This is an optimization exercise on Yosys and OpenROAD, whose aim is small area and a short achievable clock period, not a production implementation. The RTL was checked by simulation tests, not by an equivalence proof against the original design. Power is estimated from default activity; no workload was simulated.

## design/flow/constraint.sdc

```tcl
create_clock -name core_clock -period 11.0 [get_ports {MAX10_CLK2_50}]
set_input_delay 2.2000 -clock core_clock [delete_from_list [all_inputs] [get_ports {MAX10_CLK2_50}]]
set_output_delay 2.2000 -clock core_clock [all_outputs]
set_load 0.01 [all_outputs]
```

## design/flow/run.sh

```bash
#!/bin/bash
# synth_recipe.tcl (not shown) runs the flow's synth.tcl, then flattens the netlist and writes it again
# the make line also repeats each setting of config.mk as NAME=value (left out here)
make -C /OpenROAD-flow-scripts/flow DESIGN_CONFIG=/design/flow/config.mk WORK_HOME=/design/flow/orfs CLKGATE_MAP_FILE= SYNTH_SCRIPT=/design/flow/synth_recipe.tcl finish
```

## design/flow/design.v

```verilog
`timescale 1ns/1ps
package synthPkg;
	localparam int NumVoices = 4;
	localparam int VoiceIdxW = 2;
	localparam int PhaseW = 32;
	localparam int SampleW = 16;
	localparam int AmpW = 16;
	typedef enum logic [1:0] {
		WaveSaw,
		WaveSquare,
		WaveTriangle,
		WaveOff
	} waveSelT;
	typedef enum logic {
		CfgPhase,
		CfgVoice
	} cfgKindT;
	typedef struct packed {
		logic [13:0]     unused;
		waveSelT         waveSel;
		logic [AmpW-1:0] amplitude;
	} voiceCtlT;
	typedef union packed {
		logic [PhaseW-1:0] phaseIncr;
		voiceCtlT          voiceCtl;
	} cfgWordT;
endpackage
`timescale 1ns/1ps
module voiceRegs (
	input  logic                           MAX10_CLK2_50,
	input  logic                           arstN,
	input  logic                           cfgWe,
	input  synthPkg::cfgKindT              cfgKind,
	input  logic [synthPkg::VoiceIdxW-1:0] cfgVoice,
	input  synthPkg::cfgWordT              cfgData,
	input  logic [synthPkg::VoiceIdxW-1:0] cfgVoiceIdx,
	output logic [synthPkg::PhaseW-1:0]    cfgPhaseIncr,
	output synthPkg::waveSelT              cfgWaveSel,
	output logic [synthPkg::AmpW-1:0]      cfgAmplitude
);
	logic [synthPkg::PhaseW-1:0] incrReg [synthPkg::NumVoices];
	synthPkg::waveSelT           waveReg [synthPkg::NumVoices];
	logic [synthPkg::AmpW-1:0]   ampReg  [synthPkg::NumVoices];
	always_ff @(posedge MAX10_CLK2_50 or negedge arstN) begin
		if (!arstN) begin
			for (int v = 0; v < synthPkg::NumVoices; v++) begin
				incrReg[v] <= '0;
				waveReg[v] <= synthPkg::WaveOff;
				ampReg[v]  <= '0;
			end
		end else if (cfgWe) begin
			if (cfgKind == synthPkg::CfgPhase) begin
				incrReg[cfgVoice] <= cfgData.phaseIncr;
			end else begin
				waveReg[cfgVoice] <= cfgData.voiceCtl.waveSel;
				ampReg[cfgVoice]  <= cfgData.voiceCtl.amplitude;
			end
		end
	end
	assign cfgPhaseIncr = incrReg[cfgVoiceIdx];
	assign cfgWaveSel   = waveReg[cfgVoiceIdx];
	assign cfgAmplitude = ampReg[cfgVoiceIdx];
endmodule
`timescale 1ns/1ps
module voiceEngine #(
	parameter int FifoDepth = 8
) (
	input  logic                                MAX10_CLK2_50,
	input  logic                                arstN,
	output logic [synthPkg::VoiceIdxW-1:0]      cfgVoiceIdx,
	input  logic [synthPkg::PhaseW-1:0]         cfgPhaseIncr,
	input  synthPkg::waveSelT                   cfgWaveSel,
	input  logic [synthPkg::AmpW-1:0]           cfgAmplitude,
	output logic                                sampleValid,
	output logic signed [synthPkg::SampleW-1:0] sampleData,
	input  logic                                creditReturn
);
	localparam int CreditW = $clog2(FifoDepth + 1);
	localparam int AccW = synthPkg::SampleW + synthPkg::VoiceIdxW;
	localparam logic signed [synthPkg::SampleW-1:0] WaveMax = synthPkg::SampleW'(2 ** (synthPkg::SampleW - 1) - 1);
	localparam logic signed [synthPkg::SampleW-1:0] WaveMin = synthPkg::SampleW'(-(2 ** (synthPkg::SampleW - 1)));
	localparam logic signed [AccW-1:0] SatMax = AccW'(2 ** (synthPkg::SampleW - 1) - 1);
	localparam logic signed [AccW-1:0] SatMin = AccW'(-(2 ** (synthPkg::SampleW - 1)));
	logic                         running;
	logic [synthPkg::VoiceIdxW-1:0]         voiceIdx;
	logic                         lastVoice;
	logic [synthPkg::PhaseW-1:0]            phase [synthPkg::NumVoices];
	logic [synthPkg::PhaseW-1:0]            curPhase;
	logic [synthPkg::SampleW-2:0]           fold;
	logic signed [synthPkg::SampleW-1:0]    waveVal;
	logic signed [synthPkg::SampleW+synthPkg::AmpW:0] product;
	logic signed [synthPkg::SampleW-1:0]    scaled;
	logic signed [AccW-1:0]       acc;
	logic signed [AccW-1:0]       accNext;
	logic signed [synthPkg::SampleW-1:0]    mixed;
	logic [CreditW-1:0]           creditCnt;
	logic [CreditW-1:0]           creditNext;
	assign cfgVoiceIdx = voiceIdx;
	assign lastVoice = voiceIdx == synthPkg::VoiceIdxW'(synthPkg::NumVoices - 1);
	assign curPhase = phase[voiceIdx];
	assign fold = curPhase[synthPkg::PhaseW-1] ? ~curPhase[synthPkg::PhaseW-2 -: synthPkg::SampleW-1]
		: curPhase[synthPkg::PhaseW-2 -: synthPkg::SampleW-1];
	always_comb begin
		case (cfgWaveSel)
			synthPkg::WaveSaw:      waveVal = curPhase[synthPkg::PhaseW-1 -: synthPkg::SampleW];
			synthPkg::WaveSquare:   waveVal = curPhase[synthPkg::PhaseW-1] ? WaveMin : WaveMax;
			synthPkg::WaveTriangle: waveVal = {~fold[synthPkg::SampleW-2], fold[synthPkg::SampleW-3:0], 1'b0};
			default:      waveVal = '0;
		endcase
	end
	assign product = waveVal * $signed({1'b0, cfgAmplitude});
	assign scaled = synthPkg::SampleW'(product >>> synthPkg::AmpW);
	assign accNext = acc + AccW'(scaled);
	always_comb begin
		if (accNext > SatMax) begin
			mixed = WaveMax;
		end else if (accNext < SatMin) begin
			mixed = WaveMin;
		end else begin
			mixed = accNext[synthPkg::SampleW-1:0];
		end
	end
	always_comb begin
		creditNext = creditCnt;
		if (sampleValid && !creditReturn) begin
			creditNext = creditCnt - 1'b1;
		end else if (creditReturn && !sampleValid) begin
			creditNext = creditCnt + 1'b1;
		end
	end
	always_ff @(posedge MAX10_CLK2_50 or negedge arstN) begin
		if (!arstN) begin
			running     <= 1'b0;
			voiceIdx    <= '0;
			acc         <= '0;
			sampleValid <= 1'b0;
			creditCnt   <= CreditW'(FifoDepth);
			for (int v = 0; v < synthPkg::NumVoices; v++) begin
				phase[v] <= '0;
			end
		end else begin
			creditCnt   <= creditNext;
			sampleValid <= 1'b0;
			if (running) begin
				phase[voiceIdx] <= curPhase + cfgPhaseIncr;
				acc <= accNext;
				if (lastVoice) begin
					running     <= 1'b0;
					voiceIdx    <= '0;
					sampleValid <= 1'b1;
				end else begin
					voiceIdx <= voiceIdx + 1'b1;
				end
			end else if (creditNext != '0) begin
				running <= 1'b1;
				acc     <= '0;
			end
		end
	end
	always_ff @(posedge MAX10_CLK2_50) begin
		if (running && lastVoice) begin
			sampleData <= mixed;
		end
	end
endmodule
`timescale 1ns/1ps
module sampleFifo #(
	parameter int FifoDepth = 8
) (
	input  logic                         MAX10_CLK2_50,
	input  logic                         arstN,
	input  logic                         sampleValid,
	input  logic [synthPkg::SampleW-1:0] sampleData,
	output logic                         creditReturn,
	input  logic                         popReq,
	output logic [synthPkg::SampleW-1:0] popData,
	output logic                         fifoEmpty
);
	localparam int PtrW = FifoDepth > 1 ? $clog2(FifoDepth) : 1;
	localparam int CntW = $clog2(FifoDepth + 1);
	logic [synthPkg::SampleW-1:0] mem [FifoDepth];
	logic [PtrW-1:0]    wrPtr;
	logic [PtrW-1:0]    rdPtr;
	logic [CntW-1:0]    count;
	logic               pop;
	assign fifoEmpty = count == '0;
	assign pop = popReq && !fifoEmpty;
	assign popData = mem[rdPtr];
	always_ff @(posedge MAX10_CLK2_50) begin
		if (sampleValid) begin
			mem[wrPtr] <= sampleData;
		end
	end
	always_ff @(posedge MAX10_CLK2_50 or negedge arstN) begin
		if (!arstN) begin
			wrPtr        <= '0;
			rdPtr        <= '0;
			count        <= '0;
			creditReturn <= 1'b0;
		end else begin
			if (sampleValid) begin
				wrPtr <= (wrPtr == PtrW'(FifoDepth - 1)) ? '0 : wrPtr + 1'b1;
			end
			if (pop) begin
				rdPtr <= (rdPtr == PtrW'(FifoDepth - 1)) ? '0 : rdPtr + 1'b1;
			end
			case ({sampleValid, pop})
				2'b10:   count <= count + 1'b1;
				2'b01:   count <= count - 1'b1;
				default: count <= count;
			endcase
			creditReturn <= pop;
		end
	end
endmodule
`timescale 1ns/1ps
module i2sTransmitter #(
	parameter int SclkDiv = 4
) (
	input  logic                         MAX10_CLK2_50,
	input  logic                         arstN,
	output logic                         popReq,
	input  logic [synthPkg::SampleW-1:0] popData,
	input  logic                         fifoEmpty,
	output logic                         i2sSclk,
	output logic                         i2sLrclk,
	output logic                         i2sData
);
	localparam int DivW = SclkDiv > 1 ? $clog2(SclkDiv) : 1;
	localparam int WordBits = 2 * synthPkg::SampleW;
	localparam int BitW = $clog2(WordBits);
	logic [DivW-1:0]     divCnt;
	logic                divTick;
	logic                fallTick;
	logic                loadTick;
	logic [BitW-1:0]     bitCnt;
	logic [BitW-1:0]     bitNext;
	logic [synthPkg::SampleW-1:0]  loadSample;
	logic [WordBits-1:0] shiftReg;
	assign divTick = divCnt == DivW'(SclkDiv - 1);
	assign fallTick = divTick && i2sSclk;
	assign bitNext = bitCnt + 1'b1;
	assign loadTick = fallTick && (bitNext == '0);
	assign popReq = loadTick && !fifoEmpty;
	assign loadSample = fifoEmpty ? '0 : popData;
	always_ff @(posedge MAX10_CLK2_50 or negedge arstN) begin
		if (!arstN) begin
			divCnt   <= '0;
			i2sSclk  <= 1'b0;
			i2sLrclk <= 1'b0;
			i2sData  <= 1'b0;
			bitCnt   <= BitW'(WordBits - 1);
		end else begin
			divCnt <= divTick ? '0 : divCnt + 1'b1;
			if (divTick) begin
				i2sSclk <= ~i2sSclk;
			end
			if (fallTick) begin
				bitCnt   <= bitNext;
				i2sLrclk <= bitNext[BitW-1];
				i2sData  <= loadTick ? loadSample[synthPkg::SampleW-1] : shiftReg[WordBits-1];
			end
		end
	end
	always_ff @(posedge MAX10_CLK2_50) begin
		if (loadTick) begin
			shiftReg <= {loadSample[synthPkg::SampleW-2:0], loadSample, 1'b0};
		end else if (fallTick) begin
			shiftReg <= shiftReg << 1;
		end
	end
endmodule
`timescale 1ns/1ps
module fpgaSynth #(
	parameter int FifoDepth = 8,
	parameter int SclkDiv   = 4
) (
	input  logic                           MAX10_CLK2_50,
	input  logic                           arstN,
	input  logic                           cfgWe,
	input  logic                           cfgKind,
	input  logic [1:0]                     cfgVoice,
	input  logic [31:0]                    cfgData,
	output logic                           i2sSclk,
	output logic                           i2sLrclk,
	output logic                           i2sData
);
	logic [synthPkg::VoiceIdxW-1:0] cfgVoiceIdx;
	logic [synthPkg::PhaseW-1:0]    cfgPhaseIncr;
	synthPkg::waveSelT              cfgWaveSel;
	logic [synthPkg::AmpW-1:0]      cfgAmplitude;
	logic                      sampleValid;
	logic signed [synthPkg::SampleW-1:0] sampleData;
	logic                      creditReturn;
	logic                      popReq;
	logic [synthPkg::SampleW-1:0]        popData;
	logic                      fifoEmpty;
	voiceRegs regs0 (
		.MAX10_CLK2_50 (MAX10_CLK2_50),
		.arstN         (arstN),
		.cfgWe         (cfgWe),
		.cfgKind       (synthPkg::cfgKindT'(cfgKind)),
		.cfgVoice      (cfgVoice),
		.cfgData       (synthPkg::cfgWordT'(cfgData)),
		.cfgVoiceIdx   (cfgVoiceIdx),
		.cfgPhaseIncr  (cfgPhaseIncr),
		.cfgWaveSel    (cfgWaveSel),
		.cfgAmplitude  (cfgAmplitude)
	);
	voiceEngine #(.FifoDepth(FifoDepth)) engine0 (
		.MAX10_CLK2_50 (MAX10_CLK2_50),
		.arstN         (arstN),
		.cfgVoiceIdx   (cfgVoiceIdx),
		.cfgPhaseIncr  (cfgPhaseIncr),
		.cfgWaveSel    (cfgWaveSel),
		.cfgAmplitude  (cfgAmplitude),
		.sampleValid   (sampleValid),
		.sampleData    (sampleData),
		.creditReturn  (creditReturn)
	);
	sampleFifo #(.FifoDepth(FifoDepth)) fifo0 (
		.MAX10_CLK2_50 (MAX10_CLK2_50),
		.arstN         (arstN),
		.sampleValid   (sampleValid),
		.sampleData    (sampleData),
		.creditReturn  (creditReturn),
		.popReq        (popReq),
		.popData       (popData),
		.fifoEmpty     (fifoEmpty)
	);
	i2sTransmitter #(.SclkDiv(SclkDiv)) i2sTx0 (
		.MAX10_CLK2_50 (MAX10_CLK2_50),
		.arstN         (arstN),
		.popReq        (popReq),
		.popData       (popData),
		.fifoEmpty     (fifoEmpty),
		.i2sSclk       (i2sSclk),
		.i2sLrclk      (i2sLrclk),
		.i2sData       (i2sData)
	);
endmodule
```

## design/flow/config.mk

```make
export PLATFORM = sky130hd
export DESIGN_NAME = fpgaSynth
export DESIGN_NICKNAME = fpgaSynth
export VERILOG_FILES = /design/flow/design.v
export SDC_FILE = /design/flow/constraint.sdc
export NUM_CORES = 4
export LEC_CHECK = 0
export CAP_MARGIN = 20
export CORE_MARGIN = 2
export CORE_UTILIZATION = 40
export SLEW_MARGIN = 20
```

==> results.txt <==
## critical path: cells and delay by family (launching register included)
| kind | cells | cell delay, ns |
|---|---|---|
| adder cells (fa/ha/maj) | 9 | 3.95 |
| AO/OA/AOI/OAI | 14 | 2.96 |
| AND/OR/NAND/NOR | 7 | 1.25 |
| buffers and inverters | 8 | 1.13 |
| XOR/XNOR | 3 | 0.48 |
| flip-flops | 1 | 0.46 |
## state kept, by name (all words and copies together), names as in the netlist, 3 cells and up
| name | flops |
|---|---|
| engine0.acc | 18 |
| engine0.creditCnt | 4 |
| engine0.phase | 128 |
| engine0.sampleData | 16 |
| fifo0.count | 4 |
| fifo0.mem | 128 |
| fifo0.rdPtr | 3 |
| fifo0.wrPtr | 3 |
| i2sTx0.bitCnt | 5 |
| i2sTx0.shiftReg | 31 |
| regs0.ampReg | 64 |
| regs0.incrReg | 128 |
| regs0.waveReg | 8 |
## cell usage in the layout (no fill, tap or decap), drive strengths merged, types with 7 or more instances in the layout
master / count
a211oi: 7
a21o: 65
a21oi: 134
a222oi: 66
a22oi: 16
and2: 18
and3: 13
buf: 112
clkbuf: 95
clkdlybuf4s50: 39
clkinv: 11
dfrtp: 361
dfstp: 14
edfxtp: 175
fa: 196
ha: 182
inv: 288
mux2: 240
mux2i: 44
mux4: 32
nand2: 466
nand2b: 19
nand3: 18
nand4: 9
nor2: 242
nor2b: 17
nor3: 18
o211ai: 10
o21a: 19
o21ai: 105
or3: 11
xnor2: 64
xor2: 29
## per-layer routing
metal / track usage / vias to the layer above / part of all wire
met5: 0 / - / 0
met4: 0.0550 / 0 / 0.027
met3: 0.0408 / 141 / 0.072
met2: 0.306 / 653 / 0.44
met1: 0.284 / 11700 / 0.46
li1: - / 10800 / -
## area by class of cell
cell class	count	area, sq um	area share
Multi-Input combinational cell	2114	17900	0.467
Sequential cell	550	14700	0.382
Clock buffer	94	1750	0.0456
Tap cell	1134	1420	0.0370
Timing Repair Buffer	152	1330	0.0347
Inverter	287	1120	0.0291
Clock inverter	15	155	0.00405
## stage by stage
stage / hold slack, ns / utilization / setup WS, ns / area, sq um / std cells
global route: 0.464 / 0.457 / -0.0567 / 38300 / 4346
global placement: 0.427 / 0.430 / 0.261 / 36100 / 4218
finish: 0.435 / 0.457 / 0.424 / 38300 / 4346
CTS: 0.440 / 0.453 / 0.0366 / 38000 / 4328
floorplan: 0.410 / - / 0.761 / 34000 / 3084
detailed placement: 0.431 / 0.430 / -0.00408 / 36100 / 4218
## logic make-up after synthesis
family / Yosys count / share of synthesized area
xor+xnor: 93 / 0.0247
buf+inv: 420 / 0.0479
simple gates: 848 / 0.103
fa+ha+maj: 378 / 0.183
flops: 550 / 0.432
mux: 316 / 0.114
compound gates: 479 / 0.0959
## cells in the mapped netlist (all sizes together) (3+ instances only)
master | number | area [sq um]
nand4 | 9 | 56.3
nor3 | 18 | 90.1
a22oi | 16 | 120
o21ai | 105 | 529
xor2 | 29 | 262
fa | 196 | 3920
o31a | 4 | 35.0
o21a | 19 | 143
buf | 30 | 150
edfxtp | 175 | 5260
o311a | 4 | 40.0
a222oi | 66 | 661
a21o | 65 | 488
inv | 286 | 1070
dfrtp | 361 | 9030
and3 | 13 | 81.3
mux4 | 32 | 721
nand2b | 19 | 119
mux2 | 240 | 2700
a2111oi | 3 | 38.8
mux2i | 44 | 444
nor3b | 3 | 22.5
a21oi | 134 | 689
nand4b | 3 | 26.3
or2 | 3 | 18.8
ha | 182 | 2280
nor4 | 4 | 25.0
or3 | 11 | 68.8
dfstp | 14 | 368
a211oi | 7 | 52.6
nand2 | 466 | 1750
nand3 | 18 | 90.1
a31oi | 6 | 37.5
a21boi | 5 | 37.5
a221o | 3 | 30.0
xnor2 | 64 | 576
o211ai | 10 | 75.1
nor2 | 242 | 908
o21bai | 6 | 45.0
and2 | 18 | 113
a211o | 3 | 26.3
clkbuf | 103 | 387
nor2b | 17 | 106
o21ba | 3 | 30.0
## final timing paths
path	endpoint	slack [ns]
worst min-delay path	i2sTx0.divCnt[0]	0.44
max in group asynchronous	engine0.phase[3][1]	7.42
worst max register to register	engine0.sampleData[6]	0.42
worst max-delay path	engine0.sampleData[6]	0.42
worst min register to register	i2sTx0.divCnt[0]	0.44
min in group asynchronous	regs0.incrReg[1][13]	1.48
## what timing repair did
action,CTS,global route
hold buffers,0,0
hold endpoints to repair,0,0
gates resized for setup,2,57
endpoints found under the setup margin,11,17
gates cloned,0,2
setup buffers,1,16
pin swaps,1,14
## power by group
group	internal [mW]	switching, mW	leakage, nW
registers	2.37	0.0836	6.34
logic	3.33	4.79	9.79
clock network	1.09	0.846	0.926
total	6.79	5.72	17.1
==> results.txt <==
CTS clock-pin slew for the worst setup and hold paths 0.07 ns; Die Span X around 300 microns; Initial Util 0.405; Max-slew headroom 0.401; Area Growth Syn to Fin 12.9%; Arr. time, crit path 10.90 ns; CTS tree built; DR vias around 23000; initial antenna violation count 0; Clock Sinks between 500 and 600; most used cell, CP fa_1; number of DRC markers in iteration 0 1946; Mapped Area between 30000 and 40000 sq um; Post-synth EDFFs roughly 180; slew of the pin with the lowest slew margin approximately 0.89 ns; Max Clk Rate around 95 MHz; Critical Path Start engine0.voiceIdx[0]; Post-synth top flop dfrtp_1; Max Transition Viols Final 0; number of fill cells a little under 8000; Die Y between 200 and 300 microns; clock latency on the worst-skew pair around 0.7 ns; TritonCTS buffer count 60; critical path class flop to flop; Avg Synthesized Cell Area ~11 sq um; Total Routing Usage GR 0.198; HP Start i2sTx0.divCnt[0]; hold path depth 1; CTS root buf clkbuf_16; total gr overflow 0; final worst path period share 0.961; setup TNS 0 ns; largest net degree at the start of global routing approximately 160; Final setup viols 0; Ports ~40; Final GP Congestion around 0.9; Die Area approximately 87000 sq um; antenna diode count 0; port bufs 40; nets 3581; max cap viols 0; Worst path max stage delay between 0.6 and 0.7 ns; CP startpoint kind flop; power per cell area between 300 and 400 nW/um^2; H-tree depth 2; Max clock buf depth 3; Worst Path Required about 11 ns; critical-path maximum fanout 25; Final min period 10.58 ns; Seq/Total Area, Yosys 0.432; P_leak between 15 and 20 nW; row cnt ~110; first-pass GRT wire length between 100000 and 150000 microns; total of warnings raised by yosys 8; Net Count, Synth 3500; Synth Register Bits 550; Power, Total around 13 mW; Max VDD drop between 0.5 and 0.6 mV; Via-to-Cell Ratio 5.35; vias in the first global route around 23000; share of layout cells above drive strength 1 0.173; drt wl/cell ~20 microns; async set-reset flop share out of synthesis 0.682; library cells used by synthesis 75; CORE AREA 83800 sq um; FF-to-FF path depth between 40 and 50; post-detailed-routing wire length 85500 microns; clock skew 0.0955 ns; Setup crit end kind flop; DR DRC count 0; Hold Crit Class flop to flop; Antenna Nets Post-Route 0; outcome finished clean; First-pass DRT Iterations 6; final hold vios 0; FF-to-FF Start engine0.voiceIdx[0]; slowest CP cell fa_1; Mapped Cells 3084; dpl hpwl 59100 microns

separate check: timing with driven ports:
The results above use ideal ports. As a check the final layout listed here was re-extracted and re-timed, cells and wires unchanged. Step 1: set_driving_cell puts a clkbuf_16 on MAX10_CLK2_50 and a buf_2 on each other input, an assumption about the parent block. Step 2 adds t to the input delays and takes it off the output delays; t is the mean of the earliest and latest rising clock arrival at the registers after step 1. Input paths then give back, and output paths get back, about the clock's delay inside the block. a / b / c = ideal / step 1 / step 2; a / b = the first two.
t (ns): 0.701
setup slack, ns: 0.424 / 0.424 / 0.424
hold WS [ns]: 0.435 / 0.435 / 0.435
worst setup path after step 2: register to register
slew at the worst register clock pin (ns): 0.07 / 0.07
After both steps this run still meets setup and hold. For this run, drivers alone change the setup slack by 0.000 ns; drivers and shift together by 0.000 ns.
